What follows belongs to an exercise in optimizing a design on an open flow for small area; a production flow would make more cautious choices.
Only simulation tests tie the RTL to the original design; equivalence was not proved.
Power figures rest on the tool's default switching activity, not on a simulated workload.

## decode_stage
module decode_stage #(
  parameter int DATA_W  = 32,
  parameter int REG_AW  = 5,
  parameter int DBG_IDX = 8
) (
  input  logic              clk,
  input  logic              rst_n,
  input  logic              bus_in_valid,
  output logic              bus_in_ready,
  input  logic [31:0]       bus_ins,
  input  logic [DATA_W-1:0] bus_npc_i,
  input  logic              bus_wb_en,
  input  logic [REG_AW-1:0] bus_wb_reg,
  input  logic [DATA_W-1:0] bus_wb_data,
  input  logic              bus_flush,
  output logic              bus_out_valid,
  input  logic              bus_out_ready,
  output logic [5:0]        bus_op,
  output logic [5:0]        bus_func,
  output logic [25:0]       bus_jpc,
  output logic [DATA_W-1:0] bus_imm,
  output logic [DATA_W-1:0] bus_data_a,
  output logic [DATA_W-1:0] bus_data_b,
  output logic [REG_AW-1:0] bus_dst_reg,
  output logic              bus_reg_write,
  ...
Size in the first run: roughly 1200 flip-flops, ~320 I/O pins, about 0.051 mm2 of cells after synthesis.
make LEC_CHECK=0 CAP_MARGIN=40 CORE_MARGIN=2 CORE_UTILIZATION=30 SLEW_MARGIN=40 finish   # period 5.0 ns
run.sh (not shown) runs the stock make flow with config.mk's settings and CLKGATE_MAP_FILE= SYNTH_SCRIPT=/design/flow/synth_recipe.tcl, a recipe that flattens the netlist after the stock synthesis.
Rerun with:
==> flow/flow/run.sh (new file) <==
#!/bin/bash
# The standard ORFS layout (standard.sh), built differently in these ways:
#  * port buffers use the smallest buffer (buf_1),
#  * clock tree from small clock buffers, without dummy loads,
#  * floorplan only removes synthesis buffers (no pre-placement upsizing).
set -euo pipefail
W=$PWD
rm -rf "$W/scripts_area"
cp -r "$FLOW_HOME/scripts" "$W/scripts_area"
cp "$W/flow/abc_area.script" "$W/scripts_area/abc_area.script"
cat >> config.mk <<'EOC'
export REMOVE_ABC_BUFFERS = 1
export BUFFER_PORTS_ARGS = -buffer_cell sky130_fd_sc_hd__buf_1
export CTS_ARGS = -sink_clustering_enable -repair_clock_nets -dont_use_dummy_load -buf_list {sky130_fd_sc_hd__clkbuf_8} -sink_clustering_size 16 -sink_clustering_max_diameter 80
EOC
cp config.mk config_used.mk
bash standard.sh SCRIPTS_DIR="$W/scripts_area" ABC_AREA=1 synth > synth_make.log 2>&1
bash standard.sh > layout_make.log 2>&1
==> flow/flow/abc_area.script (new file) <==
strash
dc2
&get -n
&st
&dch -f
&nf -a -R 1000
&put
==> flow/standard.sh (new file) <==
#!/bin/bash
# synth_recipe.tcl (not shown) runs the flow's synth.tcl, then flattens the netlist and writes it again
# the make line also repeats each setting of config.mk as NAME=value (left out here)
make -C /OpenROAD-flow-scripts/flow DESIGN_CONFIG=/design/flow/config.mk WORK_HOME=/design/flow/orfs CLKGATE_MAP_FILE= SYNTH_SCRIPT=/design/flow/synth_recipe.tcl "${@:-finish}"
BUFFER_PORTS_ARGS = -buffer_cell sky130_fd_sc_hd__buf_1   (was not set)
CAP_MARGIN = 20   (was 40)
CORE_UTILIZATION = 38   (was 30)
CTS_ARGS = -sink_clustering_enable -repair_clock_nets -dont_use_dummy_load -buf_list {sky130_fd_sc_hd__clkbuf_8} -sink_clustering_size 16 -sink_clustering_max_diameter 80   (was not set)
REMOVE_ABC_BUFFERS = 1   (was not set)
SLEW_MARGIN = 20   (was 40)
removed: flow/run.sh
Effect:
- wire length decreases by well over a third
- global-route usage fell by 3.9 points
- via count is lower by a quarter to a third
Rerun with:
==> flow/flow/run.sh (replaced) <==
#!/bin/bash
set -euo pipefail
W=$PWD
rm -rf "$W/scripts_area"
cp -r "$FLOW_HOME/scripts" "$W/scripts_area"
cp "$W/flow/abc_area.script" "$W/scripts_area/abc_area.script"
cat >> config.mk <<'EOC'
export BUFFER_PORTS_ARGS = -buffer_cell sky130_fd_sc_hd__buf_1
export CTS_ARGS = -sink_clustering_enable -repair_clock_nets -dont_use_dummy_load -buf_list {sky130_fd_sc_hd__clkbuf_8} -sink_clustering_size 18 -sink_clustering_max_diameter 50
EOC
cp config.mk config_used.mk
bash standard.sh SCRIPTS_DIR="$W/scripts_area" ABC_AREA=1 synth > synth_make.log 2>&1
bash standard.sh > layout_make.log 2>&1
CAP_MARGIN = 5   (was 20)
CTS_ARGS = -sink_clustering_enable -repair_clock_nets -dont_use_dummy_load -buf_list {sky130_fd_sc_hd__clkbuf_8} -sink_clustering_size 18 -sink_clustering_max_diameter 50   (was -sink_clustering_enable -repair_clock_nets -dont_use_dummy_load -buf_list {sky130_fd_sc_hd__clkbuf_8} -sink_clustering_size 16 -sink_clustering_max_diameter 80)
REMOVE_ABC_BUFFERS = not set   (was 1)
SLEW_MARGIN = 5   (was 20)
=> With this change the flow produced a layout that fails on capacitance limit, slew limit; sequential power is about the same; worst setup slack improved by 200 ps; area after synthesis is unchanged; final area rises by about 1%; worst hold slack gets worse by 63 ps; cell count rose by about 0.4%.
Rerun with:
--- a/flow/flow/run.sh
+++ b/flow/flow/run.sh
@@ -8,3 +8,3 @@
 export BUFFER_PORTS_ARGS = -buffer_cell sky130_fd_sc_hd__buf_1
-export CTS_ARGS = -sink_clustering_enable -repair_clock_nets -dont_use_dummy_load -buf_list {sky130_fd_sc_hd__clkbuf_8} -sink_clustering_size 18 -sink_clustering_max_diameter 50
+export CTS_ARGS = -sink_clustering_enable -repair_clock_nets -dont_use_dummy_load -buf_list {sky130_fd_sc_hd__clkbuf_8} -sink_clustering_size 16 -sink_clustering_max_diameter 80
 EOC
CAP_MARGIN = 10   (was 5)
CTS_ARGS = -sink_clustering_enable -repair_clock_nets -dont_use_dummy_load -buf_list {sky130_fd_sc_hd__clkbuf_8} -sink_clustering_size 16 -sink_clustering_max_diameter 80   (was -sink_clustering_enable -repair_clock_nets -dont_use_dummy_load -buf_list {sky130_fd_sc_hd__clkbuf_8} -sink_clustering_size 18 -sink_clustering_max_diameter 50)
SLEW_MARGIN = 10   (was 5)
With this change the flow finished clean.
Die area does not change.
Clock skew is lower by 10 ps.
Wire length is about the same.
Utilization is lower by 0.29 points.
Cell area is lower by 0.66%.
Setup slack gets better by 75 ps.
Maximum frequency is higher by 2.1%.

static timing again, ports no longer ideal:
The results above use ideal ports. As a check the final layouts listed here were re-extracted and re-timed, cells and wires unchanged.
Step 1 (the two cells are an assumption about what drives the block):
set clk [get_ports {clk}]
set_driving_cell -lib_cell sky130_fd_sc_hd__clkbuf_16 $clk
set_driving_cell -lib_cell sky130_fd_sc_hd__buf_2 [delete_from_list [all_inputs] $clk]
Step 2 times the ports against the registers' clock, not the clock port: input delays grow and output delays shrink by t, the midpoint of the rising clock arrivals with the driver on.
a / b / c = ideal / step 1 / step 2; a / b = the first two.
| run | t, ns | setup WS [ns] | latest minus earliest clock arrival (ns) | cell pins on the clock port's net |
|---|---|---|---|---|
| the first run | 0.894 | 0.862 / 0.778 / 0.220 | 0.043 / 0.042 | 1 |
| the second run | 0.839 | 1.235 / 1.269 / 0.430 | 0.090 / 0.090 | 1 |
| the third run | 0.887 | 1.430 / 1.355 / 0.735 | 0.098 / 0.099 | 1 |
| the fourth run | 0.852 | 1.505 / 1.429 / 0.767 | 0.101 / 0.101 | 1 |
For the second run, which loses most, drivers alone change the setup slack by +0.034 ns; drivers and shift together by -0.805 ns.
